What follows belongs to an exercise in optimizing a design on an open flow for small area; a production flow would make more cautious choices. RTL that was checked went through simulation tests only; none was proved equivalent to the original. The RTL of runs 6 and 7 was laid out without a check of its function. Power is estimated from default activity; no workload was simulated.

$ cat flow/config.mk
export PLATFORM = sky130hd
export DESIGN_NAME = rvCoreTop
export DESIGN_NICKNAME = rvCoreTop
export VERILOG_FILES = /design/flow/design.v
export SDC_FILE = /design/flow/constraint.sdc
export NUM_CORES = 4
export LEC_CHECK = 0
export CAP_MARGIN = 20
export CORE_MARGIN = 2
export CORE_UTILIZATION = 40
export SLEW_MARGIN = 20
$ cat flow/constraint.sdc
create_clock -name core_clock -period 10.0 [get_ports {clk}]
set_input_delay 2.0000 -clock core_clock [delete_from_list [all_inputs] [get_ports {clk}]]
set_output_delay 2.0000 -clock core_clock [all_outputs]
set_load 0.01 [all_outputs]
$ cat flow/design.v
`timescale 1ns/1ps
`default_nettype none
module rvCoreTop (
  input  wire         clk,
  input  wire         reset,
  output wire         wb_cyc,
  output wire         wb_stb,
  output wire         wb_we,
  output wire [31:0]  wb_adr,
  output wire [31:0]  wb_dat_w,
  output wire [3:0]   wb_sel,
  input  wire [31:0]  wb_dat_r,
  input  wire         wb_ack,
  output wire [63:0]  retired_count
);
  localparam logic [3:0] S_INIT  = 4'd0,    
                         S_FETCH = 4'd1,    
                         S_EXEC  = 4'd2,    
                         S_BR2   = 4'd3,    
                         S_STS   = 4'd4,    
                         S_MEMR  = 4'd5,    
                         S_MEMW  = 4'd6,    
                         S_GL    = 4'd7,    
                         S_GWL   = 4'd8,    
                         S_GS    = 4'd9,    
                         S_L     = 4'd10,   
                         S_XL    = 4'd11,   
                         S_XS    = 4'd12,   
                         S_C     = 4'd13;   
  logic [3:0]   st;
  logic [2:0]   ph;
  logic         req;
  logic [31:0]  D;
  logic [31:0]  A;
  logic [31:0]  P;
  logic [3:0]   idxc;     
  logic [2:0]   f3c;      
  logic         alt;      
  logic [2:0]   cnt;
  logic [1:0]   sr;
  logic         c1;
  logic         c2;
  logic         zf;
  logic         flag;
  logic         sgn;
  logic         sltw;
  logic [63:0]  retired;
  wire ph0 = (ph == 3'd0);
  wire ph7 = (ph == 3'd7);
  wire ack = req & wb_ack;
  wire inExec = (st == S_EXEC);
  wire       b6 = D[6];
  wire       b5 = D[5];
  wire       b4 = D[4];
  wire       b3 = D[3];
  wire       b2 = D[2];
  wire [2:0] f3 = D[14:12];
  wire isALU   = b4 & ~b2;
  wire isLUI   = b4 & b2 & b5;
  wire isAUIPC = b4 & b2 & ~b5;
  wire isJAL   = ~b4 & b6 & b3;
  wire isJALR  = ~b4 & b6 & ~b3 & b2;
  wire isBR    = ~b4 & b6 & ~b2;
  wire isLD    = ~b4 & ~b6 & ~b5;
  wire isST    = ~b4 & ~b6 & b5;
  wire isOPR   = isALU & b5;
  wire isSH    = isALU & (f3[1:0] == 2'b01);
  wire isSLT   = isALU & (f3[2:1] == 2'b01);
  wire isJ     = isJAL | isJALR;
  logic [31:0] imm;
  always_comb
  begin
    if (b4 & b2)
      imm = {D[31:12], 12'b0};
    else if (isJAL)
      imm = {{12{D[31]}}, D[19:12], D[20], D[30:21], 1'b0};
    else if (isBR)
      imm = {{20{D[31]}}, D[7], D[30:25], D[11:8], 1'b0};
    else if (isST)
      imm = {{21{D[31]}}, D[30:25], D[11:7]};
    else
      imm = {{21{D[31]}}, D[30:20]};
  end
  wire [3:0] immd = imm[{ph, 2'b00} +: 4];
  wire [3:0] fourd = ph0 ? 4'b0100 : 4'b0000;
  logic [3:0]  wd;
  logic        wen;
  wire  [3:0]  rs1    = D[18:15];
  wire  [3:0]  rs2sel = inExec ? D[23:20] : idxc;
  logic [15:0][3:0] heads;
  assign heads[0] = 4'b0;
  genvar g;
  generate
    for (g = 1; g < 16; g++)
    begin : rf
      logic [31:0] r;
      wire we = wen & (idxc == g);
      always_ff @(posedge clk)
        r <= {we ? wd : r[3:0], r[31:4]};
      assign heads[g] = r[3:0];
    end
  endgenerate
  wire [3:0] r1 = heads[rs1];
  wire [3:0] r2 = heads[rs2sel];
  wire [3:0] Pd = P[3:0];
  wire [3:0] XR  = (isAUIPC | isJ) ? Pd : (isLUI ? 4'b0 : r1);
  wire [3:0] YR  = (isOPR | isBR) ? r2 : (isJ ? fourd : immd);
  wire       sub = isBR | isSLT | (isOPR & (f3 == 3'b000) & D[30]);
  wire       cin1 = ph0 ? sub : c1;
  wire [4:0] s1  = {1'b0, XR} + {1'b0, YR ^ {4{sub}}} + {4'b0, cin1};
  logic [3:0] res;
  always_comb
  begin
    if (isALU)
      case (f3)
        3'b000:         res = s1[3:0];
        3'b100:         res = XR ^ YR;
        3'b110:         res = XR | YR;
        3'b111:         res = XR & YR;
        3'b001, 3'b101: res = XR;           
        default:        res = 4'b0;         
      endcase
    else
      res = s1[3:0];
  end
  wire ltu  = ~s1[4];
  wire lts  = ltu ^ XR[3] ^ YR[3];
  wire zacc = (ph0 | zf) & (s1[3:0] == 4'b0);
  wire cond = isBR ? (((f3[2] ? (f3[1] ? ltu : lts) : zacc)) ^ f3[0])
                   : (f3[0] ? ltu : lts);
  wire [3:0] XN = (st == S_INIT) ? 4'b0 : ((inExec & isJALR) ? r1 : Pd);
  wire [3:0] YN = inExec ? (isJ ? immd : fourd)
                         : ((st == S_BR2) ? (flag ? immd : fourd) : 4'b0);
  wire       cin2 = ph0 ? 1'b0 : c2;
  wire [4:0] s2 = {1'b0, XN} + {1'b0, YN} + {4'b0, cin2};
  wire [3:0] nd = {s2[3:2], ph0 ? 2'b00 : s2[1:0]};
  wire pw = (inExec & ~isBR) | (st == S_BR2) | (st == S_INIT);
  wire aw = (inExec & ~isBR) | (st == S_BR2) | (st == S_INIT) | (st == S_XL) | (st == S_C);
  wire [3:0] ain = (inExec & (isLD | isST)) ? s1[3:0] : nd;
  wire       right = f3c[2];
  wire       isXL  = (st == S_XL);
  wire [3:0] qp    = {1'b0, cnt} + {3'b0, (sr != 2'b00)};
  wire [2:0] tl    = 3'd0 - qp[2:0];
  wire [2:0] t     = ((st == S_GS) & ~right) ? tl : cnt;
  wire [3:0] pt    = {1'b0, ph} + {1'b0, t};
  wire       rot   = pt[3];
  wire [3:0] kq    = {1'b0, ph} + {1'b0, cnt};
  wire lo_inv_r  = kq[3];
  wire hi_inv_r  = kq[3] | (kq[2:0] == 3'd7);
  wire lo_inv_l  = ({1'b0, ph} < qp);
  wire hi_inv_l  = ({1'b0, ph} + 4'd1 < qp);
  wire lo_inv_ld = f3c[1] ? 1'b0 : (f3c[0] ? ph[2] : (ph[2] | ph[1]));
  wire lo_inv    = isXL ? lo_inv_ld : (right ? lo_inv_r : lo_inv_l);
  wire hi_inv    = right ? hi_inv_r : hi_inv_l;
  wire fill      = (isXL | right) & sgn;
  wire [3:0] lo  = lo_inv ? {4{fill}} : D[3:0];
  wire [3:0] hi  = hi_inv ? {4{fill}} : D[7:4];
  wire [1:0] rp  = isXL ? 2'b00 : (right ? sr : (2'b00 - sr));
  wire [7:0] win = {hi, lo};
  wire [3:0] xout = win[rp +: 4];
  always_comb
  begin
    wen = 1'b0;
    wd  = xout;
    if (inExec)
    begin
      wen = b4 | (b6 & b2);
      wd  = res;
    end
    else if (sltw)
    begin
      wen = 1'b1;
      wd  = {3'b000, flag};
    end
    else if ((st == S_XL) | (st == S_XS))
      wen = 1'b1;
  end
  wire [3:0] stin = ((f3c[1:0] == 2'b00) & (ph[2] | ph[1])) ? D[27:24]
                  : (((f3c[1:0] == 2'b01) & ph[2]) ? D[19:16] : r2);
  wire [3:0] topin = (st == S_STS) ? stin : ((st == S_L) ? r2 : D[3:0]);
  wire dsh  = (st == S_STS) | (st == S_L) | (st == S_XL) | (st == S_XS)
            | (((st == S_GL) | (st == S_GS)) & rot);
  wire dcap = ack & ~wb_we;
  always_ff @(posedge clk)
  begin
    if (dcap)
      D <= wb_dat_r;
    else if (dsh)
      D <= {topin, D[31:4]};
  end
  always_ff @(posedge clk)
    P <= {pw ? nd : Pd, P[31:4]};
  genvar j;
  generate
    for (j = 0; j < 8; j++)
    begin : adig
      always_ff @(posedge clk)
        if (aw & (ph == j))
          A[4*j +: 4] <= ain;
    end
  endgenerate
  wire isSTr = ~wb_dat_r[6] & wb_dat_r[5] & ~wb_dat_r[4];
  always_ff @(posedge clk)
  begin
    c1   <= s1[4];
    c2   <= s2[4];
    zf   <= zacc;
    sltw <= inExec & ph7 & isSLT;
    if (inExec & ph7)
      flag <= cond;
    if (ack & (st == S_FETCH))
    begin
      idxc <= isSTr ? wb_dat_r[23:20] : wb_dat_r[10:7];
      f3c  <= wb_dat_r[14:12];
      alt  <= wb_dat_r[30];
    end
    if (inExec & ph0 & isLD)
      cnt <= {s1[1:0], 1'b0};
    if (inExec & ph0 & isSH)
      {cnt, sr} <= b5 ? {cnt[2], r2} : D[24:20];
    if (inExec & (ph == 3'd1) & isSH & b5)
      cnt[2] <= r2[0];
    if ((st == S_MEMW) & ack)
      cnt <= ph;
    if ((st == S_L) & ph7)
      sgn <= alt & r2[3];
    if (isXL & (ph == {1'b0, f3c[0], 1'b1}))
      sgn <= D[3] & ~f3c[2];
  end
  always_ff @(posedge clk)
  begin
    if (reset)
    begin
      st      <= S_INIT;
      ph      <= 3'd0;
      req     <= 1'b0;
      retired <= 64'd0;
    end
    else
    begin
      ph <= ph + 3'd1;
      if (ack)
        req <= 1'b0;
      case (st)
        S_INIT, S_BR2, S_XL, S_XS:
          if (ph7)
          begin
            st  <= S_FETCH;
            req <= 1'b1;
          end
        S_FETCH:
          if (ph7 & (~req | wb_ack))
            st <= S_EXEC;
        S_EXEC:
          if (ph7)
          begin
            retired <= retired + 64'd1;
            if (isBR)
              st <= S_BR2;
            else if (isLD)
            begin
              st  <= S_MEMR;
              req <= 1'b1;
            end
            else if (isST)
              st <= S_STS;
            else if (isSH)
              st <= S_L;
            else
            begin
              st  <= S_FETCH;
              req <= 1'b1;
            end
          end
        S_STS:
          if (ph7)
          begin
            st  <= S_MEMW;
            req <= 1'b1;
          end
        S_MEMR:
          if (wb_ack)
          begin
            if (~kq[3] & ~ph7)
              st <= S_GL;
            else if (ph7 & (cnt == 3'd0))
              st <= S_XL;
            else
              st <= S_GWL;
          end
        S_GWL:
          if (ph7)
            st <= S_GL;
        S_GL:
          if (ph7)
            st <= S_XL;
        S_L:
          if (ph7)
            st <= S_GS;
        S_GS:
          if (ph7)
            st <= S_XS;
        S_MEMW:
          if (wb_ack)
            st <= S_C;
        S_C:
          if (ph == cnt)
          begin
            st  <= S_FETCH;
            req <= 1'b1;
          end
        default:
          st <= S_INIT;
      endcase
    end
  end
  assign wb_cyc        = req;
  assign wb_stb        = req;
  assign wb_we         = (st == S_MEMW);
  assign wb_adr        = {A[31:2], 2'b00};
  assign wb_dat_w      = D;
  assign wb_sel        = f3c[1] ? 4'b1111
                       : (f3c[0] ? (A[1] ? 4'b1100 : 4'b0011) : (4'b0001 << A[1:0]));
  assign retired_count = retired;
endmodule
`default_nettype wire
$ cat flow/run.sh
#!/bin/bash
# synth_recipe.tcl (not shown) runs the flow's synth.tcl, then flattens the netlist and writes it again
# the make line also repeats each setting of config.mk as NAME=value (left out here)
make -C /OpenROAD-flow-scripts/flow DESIGN_CONFIG=/design/flow/config.mk WORK_HOME=/design/flow/orfs CLKGATE_MAP_FILE= SYNTH_SCRIPT=/design/flow/synth_recipe.tcl finish
==> results by group, run 1 <==
Status
  • Status: timing/DRC/antenna clean

Clocking
  • CTS Hold Bufs: 0
  • CTS sink cnt: 667
  • Latest clock arrival within the worst-skew pair: 0.60 ns
  • CTS root buf: clkbuf_16
  • Num CTS Buffers: 68
  • CTS tree: done
  • CTS Buffer Depth: 3
  • Post-CTS Setup Bufs: 0
  • H-tree levels: 3
  • Post-CTS sizing: 0
  • Worst-path clk slew: 0.06 ns

Place
  • DP Cell Count: 2,692
  • IO buf count: 167
  • DP Worst Slack: 3.83 ns
  • GPL Wtd Cong: 0.919
  • DP Area: 0.0241 mm2
  • HPWL after DPL: 38,000 um

Floorplan
  • # IOs: 170
  • Starting Density: 0.407
  • Core Rows: 85
  • DIE WIDTH: 238 um
  • Die height: 238 um
  • Core box area: 0.0540 mm2
  • Die area: 0.0568 mm2

GRT
  • Grt ovf: 0
  • Pin count of the biggest net entering global routing: 73
  • Vias in the first global route: 14,200
  • Global-route wire length before repair: 83,000 um
  • GRT Total Usage: 0.191
  • Antenna violations before repair: 0

Hold path
  • Hold Path End: rf[12].r[12]$_DFF_P_
  • Hold Crit Class: register to register
  • Hold path start: rf[12].r[16]$_DFF_P_
  • Hold path cells: 0

Synthesis
  • Syn_area_per_cell: 11.4 um2
  • Post-synth cell types: 80
  • Post-synth ARST share: 0
  • Yosys warns: 1
  • Dominant synthesized flop cell: dfxtp_1
  • Syn Inst Count: 1,921
  • EDFF count, synth: 79
  • Sequential fraction of the synthesis area: 0.643
  • Yosys reg bits: 667
  • Synthesized cell area: 0.0220 mm2

Critical path
  • Worst Path Required: 10.45 ns
  • R2R setup slack: 3.73 ns
  • CP max stage delay: 0.87 ns
  • CP cell instances: or4b_4, mux2i_4, nand2_1, and3_1, a311oi_1, a31oi_1, o21ai_0, o21ai_0, xnor2_1, fa_1, a21o_1, a21oi_1, xor2_1, nor3_1, a31oi_1, a21o_1, o221ai_1, a21oi_1, buf_4, a21oi_1
  • Crit end category: register
  • FF-to-FF path depth: 20
  • Worst r2r src: st[1]$_SDFFE_PP0P_
  • Crit path DAT: 6.72 ns
  • Crit-path max FO: 26
  • CP delay by family, top: compound AO/OA/AOI/OAI gates
  • Crit-path slowest cell: dfxtp_1
  • Buf/Inv on CP: 1
  • Critical path launch point type: register
  • Setup Crit Path Kind: register to register
  • Worst r2r dst: rf[6].r[31]$_DFF_P_
  • Most used cell along the critical path: a21oi_1

Power and ir drop
  • Combinational Power Share: 0.021
  • Final Power: 5.50 mW
  • Pint: 4.39 mW
  • Clock power frac: 0.485
  • Pwr dens: 207 mW/mm2
  • Switch share: 0.202
  • Leakage: 10.1 nW
  • Flop pwr share: 0.494
  • Worst vdd ir: 162 uV
  • Net Switching: 1.11 mW

Drt
  • Aggregate routed wire length: 54,400 um
  • Router iterations before antenna repair: 5
  • Routed Antenna Nets: 0
  • DR DRC count: 0
  • Initial drt markers: 1,115
  • Avg WL per Cell: 19.3 um
  • Vias per cell: 5.13
  • Routed vias: 14,400

Timing
  • Slew Limit Fails: 0
  • Final Cycle Share: 0.627
  • Upper clock frequency limit: 160 MHz
  • Fin. Hold Viols: 0
  • # setup viols final: 0
  • Worst hold slack: 0.304 ns
  • RSZ-0062 raised after global routing: no
  • Setup TNS: 0 ns
  • Period minus WS final: 6.27 ns
  • Max Clock Skew: 0.0309 ns
  • Post-layout worst setup margin: 3.73 ns
  • Slew HR: 0.231
  • Worst-Margin Slew: 1.15 ns

Cells and area
  • Finished Cell Area: 0.0265 mm2
  • Fill cells: 4,780
  • # nets final: 2,141
  • P&R area growth vs syn: 20.7%
  • Multi-input gate area: 0.00710 mm2
  • Final core utilization: 0.491
  • Layout cell share with drive strength beyond 1: 0.108
  • Final Non-Filler Cells: 2,814
  • Register Area: 0.0141 mm2
  • ANT cells: 0

Run
  • Max Cap Viol: 0
==> placed cells by master, fill, tap and decap left out, drive strengths merged, types with 12 or more instances in the layout <==
cell and count:
mux2 51, inv 52, xnor2 23, and3 13, nand4 17, nand3 42
edfxtp 79, a21oi 128, clkinv 16, dfxtp 588, nor2 174, or3 17
o21ai 74, ha 35, nor3 24, xor2 40, mux2i 30, nand2b 15
a21o 12, buf 21, clkdlybuf4s50 166, nor2b 13, nand2 205, mux4 20
clkbuf 87
==> cell usage after synthesis, types with 6 or more instances <==
library cell | number | area (um2)
a21oi_1 | 128 | 641
edfxtp_1 | 79 | 2370
nor2_1 | 174 | 653
mux2i_1 | 27 | 270
buf_4 | 38 | 285
o21ai_0 | 73 | 365
nand4_1 | 17 | 106
o31ai_1 | 7 | 52.6
nor4_1 | 7 | 43.8
and3_1 | 13 | 81.3
a22o_1 | 7 | 61.3
xor2_1 | 40 | 350
dfxtp_1 | 588 | 11800
buf_1 | 6 | 22.5
nand3_1 | 42 | 210
or3_1 | 17 | 106
a21o_1 | 12 | 90.1
nor2b_1 | 13 | 81.3
a22oi_1 | 6 | 45.0
nand4b_1 | 6 | 52.6
a211oi_1 | 7 | 52.6
nor3_1 | 24 | 120
ha_1 | 35 | 438
mux2_2 | 51 | 574
and2_1 | 9 | 56.3
nand2b_1 | 15 | 93.8
mux4_2 | 19 | 428
xnor2_1 | 23 | 201
buf_2 | 9 | 45.0
and4_1 | 7 | 61.3
inv_1 | 47 | 176
a311oi_1 | 10 | 87.6
clkbuf_1 | 57 | 214
nand2_1 | 205 | 769
==> worst register-to-register path, stage by stage, from the launching register on <==
cell      delay, ns
dfxtp_1        0.87
or4b_4         0.75
mux2i_4        0.58
nand2_1        0.11
and3_1         0.19
a311oi_1       0.24
a31oi_1        0.08
o21ai_0        0.64
o21ai_0        0.31
xnor2_1        0.21
fa_1           0.43
a21o_1         0.17
a21oi_1        0.16
xor2_1         0.38
nor3_1         0.08
a31oi_1        0.17
a21o_1         0.12
o221ai_1       0.10
a21oi_1        0.18
buf_4          0.24
a21oi_1        0.12
==> power by group through the flow <==
stage | clock network, mW | registers, mW | logic [mW]
floorplan | 0 | 2.77 | 0.0699
global placement | 0 | 2.78 | 0.114
detailed placement | 0 | 2.78 | 0.115
CTS | 2.74 | 2.72 | 0.116
global route | 2.83 | 2.72 | 0.127
finish | 2.67 | 2.72 | 0.116
==> area by class of cell <==
type                       instances  area share
clock buffer                      87      0.0710
sequential                       667       0.533
inverter                          49     0.00693
tap                              696      0.0328
clock inverter                    35      0.0202
timing repair buffer             187      0.0685
multi-input combinational       1093       0.268
==> worst max path at each step <==
stage | start | end | slack (ns) | cells after the start
5_1_grt | st[1]$_SDFFE_PP0P_ | rf[6].r[31]$_DFF_P_ | 3.34 | 19
6_report | st[1]$_SDFFE_PP0P_ | rf[6].r[31]$_DFF_P_ | 3.73 | 20
4_1_cts | st[1]$_SDFFE_PP0P_ | rf[14].r[30]$_DFF_P_ | 3.79 | 18
3_5_place_dp | st[1]$_SDFFE_PP0P_ | rf[14].r[30]$_DFF_P_ | 3.83 | 18
3_3_place_gp | st[1]$_SDFFE_PP0P_ | rf[4].r[31]$_DFF_P_ | 3.93 | 20
2_1_floorplan | st[3]$_SDFFE_PP0P_ | rf[4].r[31]$_DFF_P_ | 4.91 | 22
==> routing by layer <==
metal | part of all wire | wire (um) | vias up | GRT usage
met5 | 0 | 0 | - | 0
met4 | 0.030 | 1650 | 0 | 0.0703
met3 | 0.054 | 2950 | 115 | 0.0373
met2 | 0.47 | 25800 | 452 | 0.317
met1 | 0.44 | 24000 | 6960 | 0.247
li1 | - | - | 6902 | -
==> logic make-up after synthesis <==
logic type,after synthesis,synth area share
compound gates,313,0.0883
simple gates,574,0.121
flops,667,0.643
fa+ha+maj,40,0.0245
other cells,1,0.000171
xor+xnor,63,0.0251
buf+inv,162,0.0357
mux,101,0.0618
==> flip-flops by register name, indices dropped and copies added, names as in the netlist, 4 cells and up <==
signal	flops
P	32
D	32
rf.r	480
retired	64
st	4
idxc	4
A	32
==> run 2, diff against run 1 <==
--- a/flow/config.mk
+++ b/flow/config.mk
@@ -6,6 +6,8 @@
 export NUM_CORES = 4
 export LEC_CHECK = 0
+export ABC_AREA = 1
 export CAP_MARGIN = 20
 export CORE_MARGIN = 2
 export CORE_UTILIZATION = 40
+export CTS_BUF_LIST = sky130_fd_sc_hd__clkbuf_4
 export SLEW_MARGIN = 20
==> results by group, run 2 <==
Timing
  • # setup viols final: 0
  • Worst-Margin Slew: 1.05 ns
  • Post-layout worst setup margin: 4.57 ns
  • Slew Limit Fails: 0
  • Fin. Hold Viols: 0
  • RSZ-0062 raised after global routing: no
  • Setup TNS: 0 ns
  • Final Cycle Share: 0.543
  • Upper clock frequency limit: 184 MHz
  • Period minus WS final: 5.43 ns
  • Max Clock Skew: 0.0628 ns
  • Slew HR: 0.301

Place
  • HPWL after DPL: 45,100 um
  • IO buf count: 167
  • GPL Wtd Cong: 0.933
  • DP Cell Count: 3,169
  • DP Area: 0.0246 mm2
  • DP Worst Slack: 4.72 ns

Floorplan
  • # IOs: 170
  • Core Rows: 86
  • Starting Density: 0.407
  • Die height: 241 um
  • Die area: 0.0581 mm2
  • Core box area: 0.0553 mm2
  • DIE WIDTH: 241 um

Synthesis
  • Synth area leader: dfxtp_1
  • Yosys reg bits: 667
  • Dominant synthesized flop cell: dfxtp_1
  • Yosys warns: 1
  • Synth area leaders: dfxtp_1 (52%), edfxtp_1 (11%), nand2_1 (6.8%)
  • Synth top area share: 0.523
  • Most numerous cell in the Yosys netlist: dfxtp_1
  • EDFF count, synth: 79
  • Synthesized cell area: 0.0225 mm2
  • Post-synth cell types: 57
  • Syn_area_per_cell: 9.65 um2
  • Synth top cells by count: dfxtp_1 (588), nand2_1 (409), inv_1 (247), nor2_1 (205), o21ai_0 (148)
  • Syn Inst Count: 2,331
  • Sequential fraction of the synthesis area: 0.629
  • Post-synth ARST share: 0

Cells and area
  • Largest Register: rf.r
  • Number of flip-flops under the largest register name: 480
  • # nets final: 2,663
  • Top flop regs: rf.r x480, retired x64
  • Final Non-Filler Cells: 3,461
  • Layout cell share with drive strength beyond 1: 0.117
  • Fill cells: 5,287
  • Commonest non-fill, non-tap cell in the layout: dfxtp_1
  • P&R area growth vs syn: 18.7%
  • Most frequent cells in the layout: dfxtp_1 (588), nand2_1 (408), inv_1 (247), clkbuf_4 (224), nor2_1 (205)
  • Finished Cell Area: 0.0267 mm2

Critical path
  • Worst Path Required: 10.77 ns
  • CP max stage delay: 0.78 ns
  • Setup crit start: ph[0]$_SDFF_PP0_
  • Setup Crit Path Kind: register to register
  • Crit-path slowest cell: dfxtp_1
  • Critical path launch point type: register
  • Crit-path max FO: 21
  • Most used cell along the critical path: o21ai_0
  • Worst r2r src: ph[0]$_SDFF_PP0_
  • Worst r2r dst: rf[7].r[30]$_DFF_P_
  • FF-to-FF path depth: 22
  • Crit end category: register
  • Buf/Inv on CP: 3
  • CP delay by family, top: compound AO/OA/AOI/OAI gates
  • CP cell instances: clkinv_1, a21oi_1, o21ai_0, o21ai_0, nand2_1, nand3_1, nand3_1, o21ai_0, o21ai_2, xor2_1, fa_1, inv_1, fa_1, xnor2_1, inv_1, o22ai_1, a221oi_1, a21oi_1, o21ai_0, nand2_1, nand2_1, o21ai_0
  • R2R setup slack: 4.57 ns
  • Crit path DAT: 6.21 ns

Clocking
  • Latest clock arrival within the worst-skew pair: 0.97 ns
  • Worst-path clk slew: 0.06 ns
  • CTS root buf: clkbuf_4
  • H-tree levels: 4
  • CTS sink cnt: 667
  • Post-CTS sizing: 0
  • CTS Hold Bufs: 0
  • CTS Buffer Depth: 3
  • CTS tree: done
  • Post-CTS Setup Bufs: 0
  • Num CTS Buffers: 165

Status
  • Status: timing/DRC/antenna clean

GRT
  • Global-route wire length before repair: 93,800 um
  • Antenna violations before repair: 6
  • Vias in the first global route: 16,400
  • Pin count of the biggest net entering global routing: 61
  • GRT Total Usage: 0.217
  • Grt ovf: 0

Drt
  • Routed vias: 16,800
  • Vias per cell: 4.84
  • Initial drt markers: 1,303
  • Router iterations before antenna repair: 5
  • Aggregate routed wire length: 61,800 um
  • Avg WL per Cell: 17.9 um
  • DR DRC count: 0
  • Routed Antenna Nets: 0

Power and ir drop
  • Final Power: 5.00 mW
  • Pwr dens: 187 mW/mm2
  • Leakage: 10.9 nW
  • Worst vdd ir: 93.2 uV

Hold path
  • Hold path start: rf[6].r[20]$_DFF_P_
  • Hold path cells: 0
  • Hold Path End: rf[6].r[16]$_DFF_P_
  • Hold Crit Class: register to register

Run
  • Max Cap Viol: 0
==> run 2: metal layers <==
metal	share of wire	track usage	vias to the layer above
met4	0.032	0.0958	4
met3	0.065	0.0573	115
met1	0.46	0.291	7882
met2	0.44	0.328	542
met5	0.00037	0	-
li1	-	-	8214
==> run 2: through the flow <==
step                utilization  hold slack, ns
finish                    0.483           0.295
detailed placement        0.446           0.312
CTS                       0.482           0.283
global route              0.483           0.289
global placement          0.446           0.310
floorplan                     -           0.310
==> run 2: area by class of cell <==
type / instances / area (um2) / share of cell area
clock inverter: 63 / 358 / 0.0134
inverter: 259 / 972 / 0.0364
tap: 748 / 936 / 0.0351
clock buffer: 224 / 1680 / 0.0630
sequential: 667 / 14100 / 0.530
timing repair buffer: 174 / 1720 / 0.0644
antenna: 5 / 12.5 / 0.000469
multi-input combinational: 1321 / 6870 / 0.257
==> run 2: worst max-delay path by stage <==
stage                           endpoint  slack [ns]  cells past startpoint
floorplan                 D[0]$_DFFE_PP_        5.58                      6
global placement    rf[15].r[30]$_DFF_P_        4.90                     22
detailed placement   rf[7].r[30]$_DFF_P_        4.72                     22
CTS                  rf[7].r[30]$_DFF_P_        4.65                     22
global route        rf[12].r[30]$_DFF_P_        3.97                     22
finish               rf[7].r[30]$_DFF_P_        4.57                     22
==> run 2: logic make-up after synthesis <==
group | count (synthesis) | synth area share
AND/OR/NAND/NOR | 886 | 0.176
buffers and inverters | 344 | 0.0661
multiplexers | 4 | 0.00200
flip-flops | 667 | 0.629
AO/OA/AOI/OAI | 353 | 0.0886
other | 1 | 0.000167
adder cells (fa/ha/maj) | 40 | 0.0239
XOR/XNOR | 36 | 0.0140
==> run 2: power breakdown <==
group,switching (mW),internal (mW)
Combinational,0.0738,0.0463
Sequential,0.00805,2.71
Clock,1.04,1.12
Total,1.12,3.88
==> run 3, diff against run 2 <==
==> flow/flow/run.sh (new file) <==
#!/bin/bash
# Standard layout with small port buffers and a lean clock tree.
set -euo pipefail
cd "$(dirname "$0")/.."
export BUFFER_PORTS_ARGS="-buffer_cell sky130_fd_sc_hd__buf_1"
export CTS_ARGS="-sink_clustering_enable -repair_clock_nets -dont_use_dummy_load -buf_list sky130_fd_sc_hd__clkbuf_4"
bash standard.sh > standard_make.log 2>&1
==> flow/standard.sh (new file) <==
#!/bin/bash
# synth_recipe.tcl (not shown) runs the flow's synth.tcl, then flattens the netlist and writes it again
# the make line also repeats each setting of config.mk as NAME=value (left out here)
make -C /OpenROAD-flow-scripts/flow DESIGN_CONFIG=/design/flow/config.mk WORK_HOME=/design/flow/orfs CLKGATE_MAP_FILE= SYNTH_SCRIPT=/design/flow/synth_recipe.tcl "${@:-finish}"
removed: flow/run.sh
==> results by group, run 3 <==
Status
  • Status: timing/DRC/antenna clean

Synthesis
  • Synth Area in Adders: 0.0239
  • Synth top cells by count: dfxtp_1 (588), nand2_1 (409), inv_1 (247), nor2_1 (205), o21ai_0 (148)
  • Most numerous cell in the Yosys netlist: dfxtp_1
  • Synthesized cell area: 0.0225 mm2
  • Synth area leader: dfxtp_1
  • Post-synthesis compound-gate area fraction: 0.0886
  • Xor-xnor portion of the synthesized cell area: 0.0140
  • EDFF count, synth: 79
  • Synth area leaders: dfxtp_1 (52%), edfxtp_1 (11%), nand2_1 (6.8%)
  • Yosys warns: 1
  • Syn_area_per_cell: 9.65 um2
  • Largest family of logic cells by synthesized area: simple AND/OR/NAND/NOR gates
  • Post-synth ARST share: 0
  • Sequential fraction of the synthesis area: 0.629
  • Post-synth cell types: 57
  • Synth top area share: 0.523
  • Syn Inst Count: 2,331
  • Mux share of post-synthesis cell area: 0.00200
  • Yosys reg bits: 667
  • Dominant synthesized flop cell: dfxtp_1
  • Post-synthesis simple-gate area fraction: 0.176

Clocking
  • CTS root buf: clkbuf_4
  • Num CTS Buffers: 164
  • Worst-path clk slew: 0.06 ns
  • Post-CTS Setup Bufs: 0
  • CTS tree: done
  • CTS Hold Bufs: 0
  • Latest clock arrival within the worst-skew pair: 0.95 ns
  • Post-CTS sizing: 0
  • CTS sink cnt: 667
  • CTS Buffer Depth: 3
  • H-tree levels: 4

Place
  • DP Worst Slack: 4.68 ns
  • GPL Wtd Cong: 0.924
  • HPWL after DPL: 43,900 um
  • IO buf count: 167

Drt
  • Aggregate routed wire length: 60,400 um
  • Initial drt markers: 1,339
  • Vias per cell: 4.96
  • Routed vias: 16,600
  • Router iterations before antenna repair: 5
  • Avg WL per Cell: 18.1 um
  • Routed Antenna Nets: 0
  • DR DRC count: 0

Critical path
  • Crit end category: register
  • Critical path launch point type: register
  • Crit-path slowest cell: dfxtp_1
  • R2R setup slack: 4.55 ns
  • CP cell instances: clkinv_1, a21oi_1, o21ai_0, o21ai_0, nand2_1, nand3_1, nand3_1, o21ai_0, o21ai_2, xor2_1, fa_1, inv_1, fa_1, xnor2_1, inv_1, o22ai_1, a221oi_1, a21oi_1, o21ai_0, nand2_1, nand2_1, nand2_1
  • Crit path DAT: 6.20 ns
  • Setup Crit Path Kind: register to register
  • CP delay by family, top: compound AO/OA/AOI/OAI gates
  • CP max stage delay: 0.82 ns
  • Buf/Inv on CP: 3
  • Worst Path Required: 10.75 ns
  • Crit-path max FO: 21

Power and ir drop
  • Flop pwr share: 0.610
  • Clock power frac: 0.366
  • Pwr dens: 180 mW/mm2
  • Switch share: 0.218
  • Pint: 3.49 mW
  • Worst vdd ir: 85.0 uV
  • Combinational Power Share: 0.024
  • Net Switching: 972 uW
  • Final Power: 4.46 mW
  • Leakage: 10.1 nW

Cells and area
  • Top flop regs: rf.r x480, retired x64
  • Commonest non-fill, non-tap cell in the layout: dfxtp_1
  • Most frequent cells in the layout: dfxtp_1 (588), nand2_1 (408), inv_1 (247), nor2_1 (205), buf_1 (166)
  • Multi-input gate area: 0.00687 mm2
  • Layout cell share with drive strength beyond 1: 0.0917
  • Number of flip-flops under the largest register name: 480
  • P&R area growth vs syn: 10.4%
  • Register Area: 0.0141 mm2
  • Fill cells: 5,486
  • Largest Register: rf.r
  • Final core utilization: 0.449
  • # nets final: 2,662

Floorplan
  • DIE WIDTH: 241 um
  • Die area: 0.0581 mm2
  • Die height: 241 um
  • Starting Density: 0.407
  • # IOs: 170
  • Core Rows: 86
  • Core box area: 0.0553 mm2

Timing
  • # setup viols final: 0
  • Post-layout worst setup margin: 4.55 ns
  • Upper clock frequency limit: 183 MHz
  • Final Cycle Share: 0.545
  • Period minus WS final: 5.45 ns
  • RSZ-0062 raised after global routing: no
  • Fin. Hold Viols: 0
  • Slew HR: 0.275
  • Worst-Margin Slew: 1.08 ns
  • Slew Limit Fails: 0
  • Max Clock Skew: 0.0962 ns
  • Setup TNS: 0 ns

Run
  • Max Cap Viol: 0

GRT
  • Antenna violations before repair: 7
  • Pin count of the biggest net entering global routing: 61
  • Vias in the first global route: 16,000
  • Global-route wire length before repair: 91,000 um
  • GRT Total Usage: 0.210
  • Grt ovf: 0

Hold path
  • Hold Crit Class: register to register
-- run 3: cell families after synthesis --
kind of cell,after synthesis
and+or+nand+nor,886
DFF,667
AOI/OAI and AO/OA,353
buffers and inverters,344
adders and majority gates,40
xor gates and xnor gates,36
muxes,4
other,1
-- run 3: area by class of cell --
type,count,share of cell area
flip-flops and latches,667,0.569
multi-input cells,1321,0.277
clock buffers,164,0.0496
inverters,259,0.0391
well taps,748,0.0377
repair buffers,174,0.0274
diodes,4,0.000403
-- run 3: power by group through the flow --
| stage | Sequential [mW] | Combinational (mW) | Clock, mW |
|---|---|---|---|
| floorplan | 2.77 | 0.0751 | 0 |
| global placement | 2.78 | 0.102 | 0 |
| detailed placement | 2.78 | 0.103 | 0 |
| CTS | 2.72 | 0.104 | 1.72 |
| global route | 2.72 | 0.116 | 1.85 |
| finish | 2.72 | 0.105 | 1.63 |
-- run 3: metal layers --
layer,global-route usage,vias up,wire (um)
li1,-,8069,-
met5,0,-,39
met4,0.0990,6,2160
met3,0.0657,139,4920
met2,0.307,617,25900
met1,0.283,7731,27400
-- run 3: final timing paths --
kind                            cells after the start              endpoint                 start
worst min register to register                      0  rf[14].r[23]$_DFF_P_  rf[14].r[27]$_DFF_P_
worst max register to register                     22   rf[3].r[30]$_DFF_P_      ph[0]$_SDFF_PP0_
worst min-delay path                                0  rf[14].r[23]$_DFF_P_  rf[14].r[27]$_DFF_P_
worst max-delay path                               22   rf[3].r[30]$_DFF_P_      ph[0]$_SDFF_PP0_
-- run 3: stage by stage --
stage / hold WS, ns / cells / instance area (um2)
after floorplan: 0.310 / 2332 / 22500
after global placement: 0.309 / 3169 / 23600
after detailed placement: 0.312 / 3169 / 23600
after CTS: 0.231 / 3333 / 24800
after global routing: 0.248 / 3336 / 24800
final: 0.239 / 3337 / 24800
-- run 3: worst reg2reg max path, stage by stage, from the launching register on --
cell      delay, ns
dfxtp_1        0.82
clkinv_1       0.69
a21oi_1        0.43
o21ai_0        0.14
o21ai_0        0.10
nand2_1        0.07
nand3_1        0.10
nand3_1        0.10
o21ai_0        0.20
o21ai_2        0.11
xor2_1         0.19
fa_1           0.23
inv_1          0.06
fa_1           0.41
xnor2_1        0.15
inv_1          0.12
o22ai_1        0.08
a221oi_1       0.23
a21oi_1        0.10
o21ai_0        0.17
nand2_1        0.52
nand2_1        0.21
nand2_1        0.07
==> run 4, diff against run 3 <==
==> flow/flow/run.sh (replaced) <==
#!/bin/bash
# Standard layout with small port buffers and a lean clock tree.
set -euo pipefail
cd "$(dirname "$0")/.."
export BUFFER_PORTS_ARGS="-buffer_cell sky130_fd_sc_hd__buf_1"
export CTS_ARGS="-sink_clustering_enable -repair_clock_nets -dont_use_dummy_load -buf_list sky130_fd_sc_hd__clkbuf_16 -sink_clustering_size 24 -sink_clustering_max_diameter 60"
bash standard.sh > standard_make.log 2>&1
--- a/flow/config.mk
+++ b/flow/config.mk
@@ -6,8 +6,6 @@
 export NUM_CORES = 4
 export LEC_CHECK = 0
-export ABC_AREA = 1
 export CAP_MARGIN = 20
 export CORE_MARGIN = 2
 export CORE_UTILIZATION = 40
-export CTS_BUF_LIST = sky130_fd_sc_hd__clkbuf_4
 export SLEW_MARGIN = 20
==> results by group, run 4 <==
Drt
  • Aggregate routed wire length: 52,700 um
  • Vias per cell: 5.20
  • Initial drt markers: 1,104
  • Router iterations before antenna repair: 5
  • Avg WL per Cell: 19.3 um
  • Routed vias: 14,200
  • Routed Antenna Nets: 0
  • DR DRC count: 0

Critical path
  • Crit end category: register
  • CP max stage delay: 0.85 ns
  • Crit-path slowest cell: dfxtp_1
  • Critical path launch point type: register
  • Crit-path max FO: 26
  • Worst Path Required: 10.39 ns
  • Most used cell along the critical path: a21oi_1
  • Setup Crit Path Kind: register to register
  • CP cell instances: or4b_4, mux2i_1, mux4_2, o211ai_1, o21ai_0, o21ai_0, xnor2_1, fa_1, a21o_1, a21oi_1, xor2_1, nor3_1, a31oi_1, a21o_1, o221ai_1, a21oi_1, buf_4, a21oi_1
  • Crit path DAT: 6.66 ns

Floorplan
  • Core Rows: 85
  • # IOs: 170
  • Core box area: 0.0540 mm2
  • Starting Density: 0.407
  • Die height: 238 um
  • Die area: 0.0568 mm2
  • DIE WIDTH: 238 um

GRT
  • Vias in the first global route: 13,700
  • Grt ovf: 0
  • Global-route wire length before repair: 80,300 um
  • Antenna violations before repair: 0
  • GRT Total Usage: 0.183
  • Pin count of the biggest net entering global routing: 73

Synthesis
  • Syn_area_per_cell: 11.4 um2
  • Yosys warns: 1
  • Synthesized cell area: 0.0220 mm2
  • Largest family of logic cells by synthesized area: simple AND/OR/NAND/NOR gates
  • Dominant synthesized flop cell: dfxtp_1
  • Yosys reg bits: 667
  • Post-synth cell types: 80
  • Synth Area in Adders: 0.0245
  • EDFF count, synth: 79
  • Post-synthesis simple-gate area fraction: 0.121
  • Synth area leader: dfxtp_1
  • Most numerous cell in the Yosys netlist: dfxtp_1
  • Synth area leaders: dfxtp_1 (54%), edfxtp_1 (11%), nand2_1 (3.5%)
  • Sequential fraction of the synthesis area: 0.643
  • Synth top area share: 0.535
  • Mux share of post-synthesis cell area: 0.0618
  • Xor-xnor portion of the synthesized cell area: 0.0251
  • Post-synthesis compound-gate area fraction: 0.0883
  • Post-synth ARST share: 0
  • Syn Inst Count: 1,921
  • Synth top cells by count: dfxtp_1 (588), nand2_1 (205), nor2_1 (174), a21oi_1 (128), edfxtp_1 (79)

Timing
  • Period minus WS final: 6.28 ns
  • Setup TNS: 0 ns
  • Post-layout worst setup margin: 3.72 ns
  • Slew HR: 0.230
  • Fin. Hold Viols: 0
  • RSZ-0062 raised after global routing: no
  • # setup viols final: 0
  • Upper clock frequency limit: 159 MHz
  • Worst-Margin Slew: 1.15 ns
  • Worst hold slack: 0.270 ns
  • Max Clock Skew: 0.0623 ns
  • Slew Limit Fails: 0
  • Final Cycle Share: 0.628

Clocking
  • CTS Buffer Depth: 3
  • CTS root buf: clkbuf_16
  • Num CTS Buffers: 44
  • CTS tree: done
  • Post-CTS sizing: 0
  • CTS sink cnt: 667
  • CTS Hold Bufs: 0
  • Latest clock arrival within the worst-skew pair: 0.59 ns
  • Post-CTS Setup Bufs: 0
  • H-tree levels: 2
  • Worst-path clk slew: 0.08 ns

Power and ir drop
  • Leakage: 9.07 nW
  • Worst vdd ir: 147 uV
  • Pwr dens: 182 mW/mm2

Run
  • Max Cap Viol: 0

Cells and area
  • Top flop regs: rf.r x480, retired x64
  • Finished Cell Area: 0.0242 mm2
  • P&R area growth vs syn: 10.0%
  • # nets final: 2,118
  • Final core utilization: 0.448
  • Largest Register: rf.r
  • Number of flip-flops under the largest register name: 480
  • Most frequent cells in the layout: dfxtp_1 (588), nand2_1 (205), nor2_1 (173), buf_1 (166), a21oi_1 (127)
  • Commonest non-fill, non-tap cell in the layout: dfxtp_1
  • Layout cell share with drive strength beyond 1: 0.0784
  • ANT cells: 0

Place
  • HPWL after DPL: 37,200 um
  • IO buf count: 167
  • DP Area: 0.0231 mm2
  • DP Worst Slack: 3.72 ns
  • GPL Wtd Cong: 0.901

Status
  • Status: timing/DRC/antenna clean

Hold path
  • Hold Crit Class: register to register
[run 4: worst max-delay path: cells and delay by family, from the launching register on]
family | cells | cell delay [ns]
multiplexers | 2 | 1.26
XOR/XNOR | 2 | 0.52
adder cells (fa/ha/maj) | 1 | 0.43
AO/OA/AOI/OAI | 10 | 1.91
buffers and inverters | 1 | 0.24
AND/OR/NAND/NOR | 2 | 0.83
flip-flops | 1 | 0.85
[run 4: layout make-up]
cell class | count | area [um2]
timing repair buffer | 188 | 786
multi-input combinational | 1093 | 7100
tap | 696 | 871
sequential | 667 | 14100
clock buffer | 44 | 1100
inverter | 49 | 184
fill | 5037 | 29800
[run 4: kinds of logic after synthesis]
| group | after synthesis |
|---|---|
| flip-flops | 667 |
| XOR/XNOR | 63 |
| other | 1 |
| AO/OA/AOI/OAI | 313 |
| AND/OR/NAND/NOR | 574 |
| buffers and inverters | 162 |
| adder cells (fa/ha/maj) | 40 |
| multiplexers | 101 |
[run 4: routing by layer]
layer / vias up / track usage / part of all wire / wire (um)
li1: 6812 / - / - / -
met1: 6896 / 0.242 / 0.45 / 23600
met2: 436 / 0.303 / 0.47 / 24700
met3: 101 / 0.0294 / 0.054 / 2850
met4: 0 / 0.0638 / 0.029 / 1540
met5: - / 0 / 0 / 0
[run 4: worst paths after layout]
check,start,end,slack (ns),cells after the start
setup reg to reg,st[1]$_SDFFE_PP0P_,rf[7].r[31]$_DFF_P_,3.72,18
hold reg to reg,rf[2].r[10]$_DFF_P_,rf[2].r[6]$_DFF_P_,0.27,0
hold / removal,rf[2].r[10]$_DFF_P_,rf[2].r[6]$_DFF_P_,0.27,0
setup / recovery,st[1]$_SDFFE_PP0P_,rf[7].r[31]$_DFF_P_,3.72,18
[run 4: through the flow]
step                std cells  total power [mW]
finish                   2737              4.40
global route             2737              4.56
CTS                      2737              4.45
detailed placement       2693              2.87
global placement         2693              2.87
floorplan                1922              2.84
[run 4: report_power, final]
part / switching [mW] / internal, mW / leakage (nW) / total [mW]
sequential: 0.00575 / 2.71 / 5.47 / 2.71
combinational: 0.0671 / 0.0347 / 3.06 / 0.102
clock: 0.809 / 0.778 / 0.542 / 1.59
==> run 5, diff against run 4 <==
==> flow/flow/run.sh (replaced) <==
#!/bin/bash
# Standard layout with small port buffers and a lean clock tree.
set -euo pipefail
cd "$(dirname "$0")/.."
export BUFFER_PORTS_ARGS="-buffer_cell sky130_fd_sc_hd__buf_1"
export CTS_ARGS="-sink_clustering_enable -repair_clock_nets -dont_use_dummy_load -buf_list sky130_fd_sc_hd__clkbuf_16 -sink_clustering_size 18 -sink_clustering_max_diameter 50"
bash standard.sh > standard_make.log 2>&1
==> results by group, run 5 <==
Critical path
  • Setup crit start: st[1]$_SDFFE_PP0P_
  • CP endpoint: rf[7].r[31]$_DFF_P_
  • R2R setup slack: 3.72 ns
  • Setup Crit Path Kind: register to register
  • FF-to-FF path depth: 18
  • Worst r2r src: st[1]$_SDFFE_PP0P_
  • Worst Path Required: 10.39 ns
  • Crit-path max FO: 26
  • Crit end category: register
  • Worst r2r dst: rf[7].r[31]$_DFF_P_
  • Crit path DAT: 6.67 ns
  • Critical path launch point type: register

Synthesis
  • Synth area leaders: dfxtp_1 (54%), edfxtp_1 (11%), nand2_1 (3.5%)
  • Synthesized cell area: 0.0220 mm2
  • Post-synth ARST share: 0
  • Syn_area_per_cell: 11.4 um2
  • EDFF count, synth: 79
  • Synth top area share: 0.535
  • Yosys warns: 1
  • Synth top cells by count: dfxtp_1 (588), nand2_1 (205), nor2_1 (174), a21oi_1 (128), edfxtp_1 (79)
  • Most numerous cell in the Yosys netlist: dfxtp_1
  • Dominant synthesized flop cell: dfxtp_1
  • Synth area leader: dfxtp_1
  • Sequential fraction of the synthesis area: 0.643
  • Post-synth cell types: 80
  • Yosys reg bits: 667
  • Syn Inst Count: 1,921

Power and ir drop
  • Clock power frac: 0.393
  • Pwr dens: 189 mW/mm2
  • Switch share: 0.198
  • Net Switching: 919 uW
  • Leakage: 9.22 nW
  • Pint: 3.72 mW
  • Combinational Power Share: 0.022
  • Worst vdd ir: 154 uV
  • Flop pwr share: 0.585

GRT
  • Grt ovf: 0
  • Antenna violations before repair: 0
  • Global-route wire length before repair: 80,700 um
  • Vias in the first global route: 13,800
  • Pin count of the biggest net entering global routing: 73
  • GRT Total Usage: 0.184

Place
  • IO buf count: 167
  • GPL Wtd Cong: 0.901
  • HPWL after DPL: 37,200 um
  • DP Worst Slack: 3.72 ns

Timing
  • Slew HR: 0.231
  • Fin. Hold Viols: 0
  • Setup TNS: 0 ns
  • Max Clock Skew: 0.0828 ns
  • Slew Limit Fails: 0
  • # setup viols final: 0
  • Period minus WS final: 6.28 ns
  • Upper clock frequency limit: 159 MHz
  • Worst-Margin Slew: 1.15 ns
  • Final Cycle Share: 0.628
  • RSZ-0062 raised after global routing: no
  • Post-layout worst setup margin: 3.72 ns

Cells and area
  • Top flop regs: rf.r x480, retired x64
  • Most frequent cells in the layout: dfxtp_1 (588), nand2_1 (205), nor2_1 (173), buf_1 (166), a21oi_1 (127)
  • Commonest non-fill, non-tap cell in the layout: dfxtp_1
  • Layout cell share with drive strength beyond 1: 0.0838
  • Number of flip-flops under the largest register name: 480
  • ANT cells: 0
  • Final core utilization: 0.453
  • P&R area growth vs syn: 11.4%
  • Largest Register: rf.r
  • # nets final: 2,130

Clocking
  • Num CTS Buffers: 56
  • Worst-path clk slew: 0.06 ns
  • CTS root buf: clkbuf_16
  • CTS sink cnt: 667
  • CTS tree: done
  • Latest clock arrival within the worst-skew pair: 0.61 ns
  • CTS Buffer Depth: 3
  • Post-CTS Setup Bufs: 0
  • H-tree levels: 2
  • Post-CTS sizing: 0
  • CTS Hold Bufs: 0

Run
  • Max Cap Viol: 0

Drt
  • Router iterations before antenna repair: 7
  • Routed Antenna Nets: 0
  • Initial drt markers: 1,027
  • Routed vias: 14,300
  • Avg WL per Cell: 19.2 um
  • DR DRC count: 0
  • Vias per cell: 5.21
  • Aggregate routed wire length: 52,800 um

Status
  • Status: timing/DRC/antenna clean

Floorplan
  • Core Rows: 85
  • Starting Density: 0.407
  • Die height: 238 um
  • Die area: 0.0568 mm2
  • Core box area: 0.0540 mm2
  • # IOs: 170
  • DIE WIDTH: 238 um

Hold path
  • Hold Crit Class: register to register
## run 5: cell counts after synthesis
No cell type changed its count.
## run 5: per-layer routing
metal  GRT usage  wire length, um  vias to the layer above
met5           0                0                        -
met1       0.242            23300                     6907
li1            -                -                     6838
met3      0.0308             3070                      102
met2       0.305            24900                      484
met4      0.0650             1520                        0
## run 5: cells by family after synthesis
logic type,after synthesis,synth area share
AO/OA/AOI/OAI,313,0.0883
XOR/XNOR,63,0.0251
adder cells (fa/ha/maj),40,0.0245
buffers and inverters,162,0.0357
flip-flops,667,0.643
multiplexers,101,0.0618
other,1,0.000171
AND/OR/NAND/NOR,574,0.121
## run 5: worst max-delay path, cell delays in order, from the launching register on
cell and delay [ns]:
dfxtp_1 0.83, or4b_4 0.74, mux2i_1 0.84, mux4_2 0.42, o211ai_1 0.16, o21ai_0 0.25, o21ai_0 0.48, xnor2_1 0.15
fa_1 0.43, a21o_1 0.18, a21oi_1 0.16, xor2_1 0.38, nor3_1 0.09, a31oi_1 0.19, a21o_1 0.13, o221ai_1 0.09
a21oi_1 0.18, buf_4 0.25, a21oi_1 0.10
## run 5: final cells by class
class | instances | area, um2
Tap cell | 696 | 871
Fill cell | 4992 | 29500
Inverter | 49 | 184
Multi-Input combinational cell | 1093 | 7100
Timing Repair Buffer | 188 | 786
Clock buffer | 56 | 1400
Sequential cell | 667 | 14100
## run 5: metrics by stage
step	hold slack [ns]	area [um2]	total power, mW	cells
2_1_floorplan	0.310	22000	2.84	1922
4_1_cts	0.279	24500	4.69	2749
3_5_place_dp	0.312	23100	2.87	2693
6_report	0.274	24500	4.64	2749
3_3_place_gp	0.310	23100	2.87	2693
5_1_grt	0.276	24500	4.81	2749
## run 5: how the worst min path moves through the flow
stage	from	to	slack, ns	cells after the start
floorplan	P[4]$_DFF_P_	P[0]$_DFF_P_	0.31	0
global placement	rf[11].r[17]$_DFF_P_	rf[11].r[13]$_DFF_P_	0.31	0
detailed placement	rf[10].r[26]$_DFF_P_	rf[10].r[22]$_DFF_P_	0.31	0
CTS	rf[7].r[31]$_DFF_P_	rf[7].r[27]$_DFF_P_	0.28	0
global route	rf[7].r[31]$_DFF_P_	rf[7].r[27]$_DFF_P_	0.28	0
finish	rf[7].r[31]$_DFF_P_	rf[7].r[27]$_DFF_P_	0.27	0
## run 5: power by group through the flow
stage	clock (mW)	combinational [mW]	sequential, mW
global placement	0	0.0987	2.77
CTS	1.88	0.101	2.71
floorplan	0	0.0699	2.77
detailed placement	0	0.100	2.77
finish	1.82	0.102	2.72
global route	1.98	0.111	2.71
==> run 6, diff against run 5 <==
--- a/flow/design.v
+++ b/flow/design.v
@@ -68,19 +68,22 @@
   wire isSLT   = isALU & (f3[2:1] == 2'b01);
   wire isJ     = isJAL | isJALR;
-  logic [31:0] imm;
+  wire       isU  = b4 & b2;
+  wire       fmtI = ~isU & ~isJAL & ~isBR & ~isST;
+  wire       sgnI = D[31];
+  logic [3:0] immd;
   always_comb
   begin
-    if (b4 & b2)
-      imm = {D[31:12], 12'b0};
-    else if (isJAL)
-      imm = {{12{D[31]}}, D[19:12], D[20], D[30:21], 1'b0};
-    else if (isBR)
-      imm = {{20{D[31]}}, D[7], D[30:25], D[11:8], 1'b0};
-    else if (isST)
-      imm = {{21{D[31]}}, D[30:25], D[11:7]};
-    else
-      imm = {{21{D[31]}}, D[30:20]};
+    case (ph)
+      3'd0:    immd = isU ? 4'b0 : {(fmtI | isJAL) ? D[23:21] : D[10:8],
+                                    fmtI ? D[20] : (isST & D[7])};
+      3'd1:    immd = isU ? 4'b0 : {D[27:25], (fmtI | isJAL) ? D[24] : D[11]};
+      3'd2:    immd = isU ? 4'b0 : {isJAL ? D[20] : (isBR ? D[7] : D[31]), D[30:28]};
+      3'd3:    immd = (isU | isJAL) ? D[15:12] : {4{sgnI}};
+      3'd4:    immd = (isU | isJAL) ? D[19:16] : {4{sgnI}};
+      3'd5:    immd = isU ? D[23:20] : {4{sgnI}};
+      3'd6:    immd = isU ? D[27:24] : {4{sgnI}};
+      default: immd = isU ? D[31:28] : {4{sgnI}};
+    endcase
   end
-  wire [3:0] immd = imm[{ph, 2'b00} +: 4];
   wire [3:0] fourd = ph0 ? 4'b0100 : 4'b0000;
   logic [3:0]  wd;
@@ -101,6 +104,15 @@
     end
   endgenerate
-  wire [3:0] r1 = heads[rs1];
-  wire [3:0] r2 = heads[rs2sel];
+  logic [3:0] r1, r2;
+  always_comb
+  begin
+    r1 = 4'b0;
+    r2 = 4'b0;
+    for (int i = 1; i < 16; i++)
+    begin
+      r1 = r1 | (heads[i] & {4{rs1 == i}});
+      r2 = r2 | (heads[i] & {4{rs2sel == i}});
+    end
+  end
   wire [3:0] Pd = P[3:0];
   wire [3:0] XR  = (isAUIPC | isJ) ? Pd : (isLUI ? 4'b0 : r1);
==> flow/flow/run.sh (replaced) <==
#!/bin/bash
# Standard layout with small port buffers and a lean clock tree.
set -euo pipefail
cd "$(dirname "$0")/.."
export BUFFER_PORTS_ARGS="-buffer_cell sky130_fd_sc_hd__buf_1"
export CTS_ARGS="-sink_clustering_enable -repair_clock_nets -dont_use_dummy_load -buf_list sky130_fd_sc_hd__clkbuf_16 -sink_clustering_size 32 -sink_clustering_max_diameter 70"
bash standard.sh > standard_make.log 2>&1
==> results by group, run 6 <==
Timing
  • Period minus WS final: 6.12 ns
  • Max Clock Skew: 0.0761 ns
  • # setup viols final: 0
  • Final Cycle Share: 0.612
  • Upper clock frequency limit: 163 MHz
  • Slew Limit Fails: 0
  • Post-layout worst setup margin: 3.88 ns
  • Worst-Margin Slew: 0.988 ns
  • RSZ-0062 raised after global routing: no
  • Slew HR: 0.340
  • Worst hold slack: 0.266 ns
  • Setup TNS: 0 ns
  • Fin. Hold Viols: 0

Power and ir drop
  • Combinational Power Share: 0.024
  • Clock power frac: 0.338
  • Switch share: 0.204
  • Flop pwr share: 0.638
  • Pwr dens: 175 mW/mm2
  • Net Switching: 868 uW
  • Leakage: 9.25 nW
  • Worst vdd ir: 167 uV
  • Pint: 3.39 mW

Place
  • DP Cell Count: 2,770
  • HPWL after DPL: 41,900 um
  • GPL Wtd Cong: 0.930
  • IO buf count: 167
  • DP Worst Slack: 4.01 ns

Cells and area
  • P&R area growth vs syn: 8.87%
  • Register Area: 0.0141 mm2
  • Most frequent cells in the layout: dfxtp_1 (588), nand2_1 (190), buf_1 (166), nor2_1 (142), edfxtp_1 (79)
  • Largest Register: rf.r
  • Final Non-Filler Cells: 2,806
  • ANT cells: 0
  • Commonest non-fill, non-tap cell in the layout: dfxtp_1
  • # nets final: 2,135
  • Fill cells: 5,216
  • Number of flip-flops under the largest register name: 480
  • Layout cell share with drive strength beyond 1: 0.0773
  • Final core utilization: 0.441
  • Top flop regs: rf.r x480, retired x64
  • Multi-input gate area: 0.00742 mm2

Floorplan
  • # IOs: 170
  • Die area: 0.0578 mm2
  • Starting Density: 0.405
  • Core box area: 0.0552 mm2
  • Core Rows: 86
  • Die height: 241 um
  • DIE WIDTH: 241 um

Synthesis
  • Most numerous cell in the Yosys netlist: dfxtp_1
  • Synth area leaders: dfxtp_1 (53%), edfxtp_1 (11%), mux2_2 (3.7%)
  • Yosys warns: 1
  • EDFF count, synth: 79
  • Dominant synthesized flop cell: dfxtp_1
  • Synth top cells by count: dfxtp_1 (588), nand2_1 (190), nor2_1 (143), edfxtp_1 (79), mux2_2 (74)
  • Yosys reg bits: 667
  • Synthesized cell area: 0.0224 mm2
  • Synth area leader: dfxtp_1
  • Post-synth ARST share: 0
  • Syn_area_per_cell: 11.4 um2
  • Sequential fraction of the synthesis area: 0.632
  • Syn Inst Count: 1,958
  • Post-synth cell types: 85
  • Synth top area share: 0.526

Clocking
  • Num CTS Buffers: 36
  • CTS sink cnt: 667
  • CTS tree: done
  • H-tree levels: 2
  • Worst-path clk slew: 0.10 ns
  • CTS Hold Bufs: 0
  • CTS root buf: clkbuf_16
  • CTS Buffer Depth: 3
  • Latest clock arrival within the worst-skew pair: 0.60 ns
  • Post-CTS Setup Bufs: 0
  • Post-CTS sizing: 0

Critical path
  • CP max stage delay: 0.82 ns
  • Setup Crit Path Kind: register to register
  • CP cell instances: or4b_1, buf_4, mux2i_4, a32o_1, a211oi_1, nand3_1, a22oi_1, xor2_1, fa_1, fa_1, nand2b_1, o21ai_0, a31oi_1, o31ai_1, a21oi_1, o211ai_1, buf_4, mux2_2
  • Worst Path Required: 10.43 ns
  • Crit end category: register
  • Critical path launch point type: register
  • Crit path DAT: 6.55 ns
  • Crit-path max FO: 26
  • Crit-path slowest cell: dfxtp_1

GRT
  • Grt ovf: 0
  • Antenna violations before repair: 0
  • Pin count of the biggest net entering global routing: 73
  • Global-route wire length before repair: 86,000 um
  • Vias in the first global route: 13,800
  • GRT Total Usage: 0.197

Drt
  • Routed vias: 14,400
  • Initial drt markers: 1,051
  • Avg WL per Cell: 20.5 um
  • Aggregate routed wire length: 57,700 um
  • Router iterations before antenna repair: 5
  • DR DRC count: 0
  • Vias per cell: 5.14
  • Routed Antenna Nets: 0

Hold path
  • Hold Crit Class: register to register

Run
  • Max Cap Viol: 0

Status
  • Status: timing/DRC/antenna clean
==> run 6: cell families after synthesis <==
family / Yosys count / synth area share
xor+xnor: 71 / 0.0278
flops: 667 / 0.632
mux: 127 / 0.0631
other cells: 1 / 0.000168
simple gates: 604 / 0.133
buf+inv: 174 / 0.0374
fa+ha+maj: 40 / 0.0240
compound gates: 274 / 0.0828
==> run 6: power by group through the flow <==
stage	clock [mW]	sequential (mW)	combinational [mW]
after floorplan	0	2.77	0.0737
after global placement	0	2.77	0.103
after detailed placement	0	2.78	0.103
after CTS	1.48	2.71	0.103
after global routing	1.57	2.72	0.114
final	1.44	2.71	0.104
==> run 6: worst paths after layout <==
path | from | endpoint | slack, ns | cells after the start
worst max-delay path | st[1]$_SDFFE_PP0P_ | rf[9].r[29]$_DFF_P_ | 3.88 | 18
worst min-delay path | rf[2].r[8]$_DFF_P_ | rf[2].r[4]$_DFF_P_ | 0.27 | 0
worst max register to register | st[1]$_SDFFE_PP0P_ | rf[9].r[29]$_DFF_P_ | 3.88 | 18
worst min register to register | rf[2].r[8]$_DFF_P_ | rf[2].r[4]$_DFF_P_ | 0.27 | 0
==> run 6: metal layers <==
metal	up-vias	global-route usage	wire length, um
li1	6916	-	-
met1	7001	0.256	25600
met2	396	0.334	27600
met3	101	0.0289	2580
met4	0	0.0730	1880
met5	-	0	0
==> run 6: area by class of cell <==
type	instances	share of cell area
inverters	51	0.00786
clock buffers	36	0.0370
multi-input cells	1118	0.304
flip-flops and latches	667	0.581
repair buffers	186	0.0316
well taps	748	0.0384
==> run 6: through the flow <==
| stage | area (um2) | total power [mW] |
|---|---|---|
| 2_1_floorplan | 22400 | 2.85 |
| 3_3_place_gp | 23400 | 2.88 |
| 3_5_place_dp | 23500 | 2.88 |
| 4_1_cts | 24400 | 4.30 |
| 5_1_grt | 24400 | 4.40 |
| 6_report | 24400 | 4.26 |
==> run 6: worst max-delay path: cells and delay by family, from the launching register on <==
family                   cells  cell delay, ns
AO/OA/AOI/OAI                8            1.82
flip-flops                   1            0.82
AND/OR/NAND/NOR              3            0.95
multiplexers                 2            0.60
adder cells (fa/ha/maj)      2            1.08
buffers and inverters        2            0.53
XOR/XNOR                     1            0.15
==> run 7, diff against run 6 <==
==> flow/flow/run.sh (replaced) <==
#!/bin/bash
# Standard layout with small port buffers and a lean clock tree.
set -euo pipefail
cd "$(dirname "$0")/.."
export BUFFER_PORTS_ARGS="-buffer_cell sky130_fd_sc_hd__buf_1"
export CTS_ARGS="-sink_clustering_enable -repair_clock_nets -dont_use_dummy_load -buf_list sky130_fd_sc_hd__clkbuf_16 -sink_clustering_size 28 -sink_clustering_max_diameter 100"
bash standard.sh > standard_make.log 2>&1
==> results by group, run 7 <==
Power and ir drop
  • Combinational Power Share: 0.025
  • Clock power frac: 0.311
  • Pwr dens: 169 mW/mm2
  • Net Switching: 828 uW
  • Switch share: 0.203
  • Worst vdd ir: 145 uV
  • Flop pwr share: 0.663
  • Pint: 3.26 mW
  • Leakage: 9.16 nW

GRT
  • Grt ovf: 0
  • Global-route wire length before repair: 85,400 um
  • Antenna violations before repair: 1
  • Pin count of the biggest net entering global routing: 73
  • GRT Total Usage: 0.194
  • Vias in the first global route: 13,800

Clocking
  • Latest clock arrival within the worst-skew pair: 0.62 ns
  • Worst-path clk slew: 0.10 ns
  • Post-CTS Setup Bufs: 0
  • CTS tree: done
  • H-tree levels: 1
  • CTS sink cnt: 667
  • Num CTS Buffers: 29
  • CTS root buf: clkbuf_16
  • Post-CTS sizing: 0
  • CTS Hold Bufs: 0
  • CTS Buffer Depth: 3

Critical path
  • Crit end category: register
  • Crit-path max FO: 26
  • Setup Crit Path Kind: register to register
  • CP max stage delay: 0.84 ns
  • Critical path launch point type: register
  • CP cell instances: or4b_1, buf_4, mux2i_4, a32o_1, a211oi_1, nand3_1, a22oi_1, xor2_1, fa_1, fa_1, nand2b_1, o21ai_0, a31oi_1, o31ai_1, a21oi_1, o211ai_1, buf_4, mux2_2
  • Buf/Inv on CP: 2
  • Worst Path Required: 10.49 ns
  • CP delay by family, top: compound AO/OA/AOI/OAI gates
  • Crit-path slowest cell: dfxtp_1
  • Crit path DAT: 6.59 ns

Cells and area
  • Layout cell share with drive strength beyond 1: 0.0741
  • Most frequent cells in the layout: dfxtp_1 (588), nand2_1 (190), buf_1 (166), nor2_1 (142), edfxtp_1 (79)
  • Fill cells: 5,237
  • Number of flip-flops under the largest register name: 480
  • P&R area growth vs syn: 8.10%
  • Top flop regs: rf.r x480, retired x64
  • Commonest non-fill, non-tap cell in the layout: dfxtp_1
  • # nets final: 2,128
  • Largest Register: rf.r
  • Final Non-Filler Cells: 2,800

Floorplan
  • Die area: 0.0578 mm2
  • DIE WIDTH: 241 um
  • # IOs: 170
  • Core Rows: 86
  • Core box area: 0.0552 mm2
  • Starting Density: 0.405
  • Die height: 241 um

Synthesis
  • Yosys reg bits: 667
  • Post-synth cell types: 85
  • Synth top cells by count: dfxtp_1 (588), nand2_1 (190), nor2_1 (143), edfxtp_1 (79), mux2_2 (74)
  • Most numerous cell in the Yosys netlist: dfxtp_1
  • Syn Inst Count: 1,958
  • Syn_area_per_cell: 11.4 um2
  • Synth area leader: dfxtp_1
  • Dominant synthesized flop cell: dfxtp_1
  • Synth top area share: 0.526
  • Synth area leaders: dfxtp_1 (53%), edfxtp_1 (11%), mux2_2 (3.7%)
  • Post-synth ARST share: 0
  • Synthesized cell area: 0.0224 mm2
  • Sequential fraction of the synthesis area: 0.632
  • EDFF count, synth: 79
  • Yosys warns: 1

Drt
  • Routed Antenna Nets: 0
  • Vias per cell: 5.11
  • Routed vias: 14,300
  • Initial drt markers: 1,085
  • Avg WL per Cell: 20.5 um
  • Router iterations before antenna repair: 5
  • Aggregate routed wire length: 57,300 um
  • DR DRC count: 0

Status
  • Status: timing/DRC/antenna clean

Timing
  • Max Clock Skew: 0.0819 ns
  • Setup TNS: 0 ns
  • RSZ-0062 raised after global routing: no
  • Post-layout worst setup margin: 3.90 ns
  • Worst-Margin Slew: 0.994 ns
  • Final Cycle Share: 0.610
  • Period minus WS final: 6.10 ns
  • Slew HR: 0.336
  • # setup viols final: 0
  • Slew Limit Fails: 0
  • Upper clock frequency limit: 164 MHz
  • Fin. Hold Viols: 0

Place
  • DP Worst Slack: 4.01 ns
  • GPL Wtd Cong: 0.930
  • IO buf count: 167
  • DP Cell Count: 2,770
  • HPWL after DPL: 41,900 um

Hold path
  • Hold Crit Class: register to register

Run
  • Max Cap Viol: 0
run 7: cell counts after synthesis:
No cell type changed its count.
run 7: kinds of logic after synthesis:
group	count (synthesis)	share of synthesized area
muxes	127	0.0631
DFF	667	0.632
and+or+nand+nor	604	0.133
AOI/OAI and AO/OA	274	0.0828
xor gates and xnor gates	71	0.0278
other	1	0.000168
buffers and inverters	174	0.0374
adders and majority gates	40	0.0240
run 7: worst paths after layout:
kind | startpoint | endpoint | slack [ns] | cells past startpoint
worst min-delay path | rf[1].r[8]$_DFF_P_ | rf[1].r[4]$_DFF_P_ | 0.29 | 0
worst min register to register | rf[1].r[8]$_DFF_P_ | rf[1].r[4]$_DFF_P_ | 0.29 | 0
worst max register to register | st[1]$_SDFFE_PP0P_ | rf[13].r[29]$_DFF_P_ | 3.90 | 18
worst max-delay path | st[1]$_SDFFE_PP0P_ | rf[13].r[29]$_DFF_P_ | 3.90 | 18
run 7: area by class of cell:
type	instances	area, um2	area share
Sequential cell	667	14100	0.585
Multi-Input combinational cell	1118	7420	0.307
Tap cell	748	936	0.0387
Timing Repair Buffer	186	771	0.0319
Clock buffer	29	726	0.0300
Inverter	51	191	0.00791
Antenna cell	1	2.50	0.000103
run 7: per-layer routing:
metal | vias up | wire length [um] | track usage
met5 | - | 0 | 0
met4 | 0 | 1840 | 0.0627
met3 | 101 | 2540 | 0.0271
met2 | 381 | 27400 | 0.331
met1 | 6936 | 25500 | 0.255
li1 | 6903 | - | -
run 7: power by group through the flow:
| stage | registers, mW | logic, mW | clock network [mW] |
|---|---|---|---|
| global placement | 2.77 | 0.103 | 0 |
| finish | 2.71 | 0.103 | 1.27 |
| floorplan | 2.77 | 0.0737 | 0 |
| global route | 2.71 | 0.114 | 1.41 |
| CTS | 2.71 | 0.103 | 1.32 |
| detailed placement | 2.78 | 0.103 | 0 |
run 7: worst reg2reg max path, stage by stage, from the launching register on:
cell      delay, ns
dfxtp_1        0.84
or4b_1         0.52
buf_4          0.26
mux2i_4        0.36
a32o_1         0.37
a211oi_1       0.24
nand3_1        0.29
a22oi_1        0.41
xor2_1         0.15
fa_1           0.45
fa_1           0.63
nand2b_1       0.14
o21ai_0        0.08
a31oi_1        0.17
o31ai_1        0.09
a21oi_1        0.20
o211ai_1       0.27
buf_4          0.28
mux2_2         0.28
run 7: metrics by stage:
step	total power [mW]	hold WS [ns]	utilization	instance area, um2
6_report	4.09	0.286	0.438	24200
2_1_floorplan	2.85	0.310	-	22400
4_1_cts	4.14	0.286	0.438	24200
3_5_place_dp	2.88	0.312	0.425	23500
3_3_place_gp	2.88	0.310	0.425	23400
5_1_grt	4.24	0.288	0.438	24200

==> static timing again, ports no longer ideal <==
The flow's constraints put no driver on any port. The routed layouts listed below were extracted and timed again, unchanged, in two steps. Step 1 sets driving cells, clkbuf_16 on the clock port and buf_2 on the other inputs (assumed; they add their load-dependent delay and slew). Step 2 adds t to the input delays and takes it off the output delays; t is the mean of the earliest and latest rising clock arrival at the registers after step 1. Input paths then give back, and output paths get back, about the clock's delay inside the block. Three values: no drivers, after step 1, after step 2; two values: the first two.
run | t, ns | setup WS [ns] | worst setup path at the end | pins driven straight from the clock port
run 1 | 0.646 | 3.731 / 3.731 / 3.731 | register to register | 1
run 2 | 0.990 | 4.567 / 4.567 / 4.567 | register to register | 1
run 3 | 0.956 | 4.547 / 4.547 / 4.547 | register to register | 1
run 4 | 0.614 | 3.723 / 3.723 / 3.723 | register to register | 1
run 5 | 0.623 | 3.721 / 3.721 / 3.721 | register to register | 1
run 6 | 0.613 | 3.879 / 3.879 / 3.879 | register to register | 1
run 7 | 0.633 | 3.900 / 3.900 / 3.900 | register to register | 1
After both steps setup and hold are still met in every run listed.
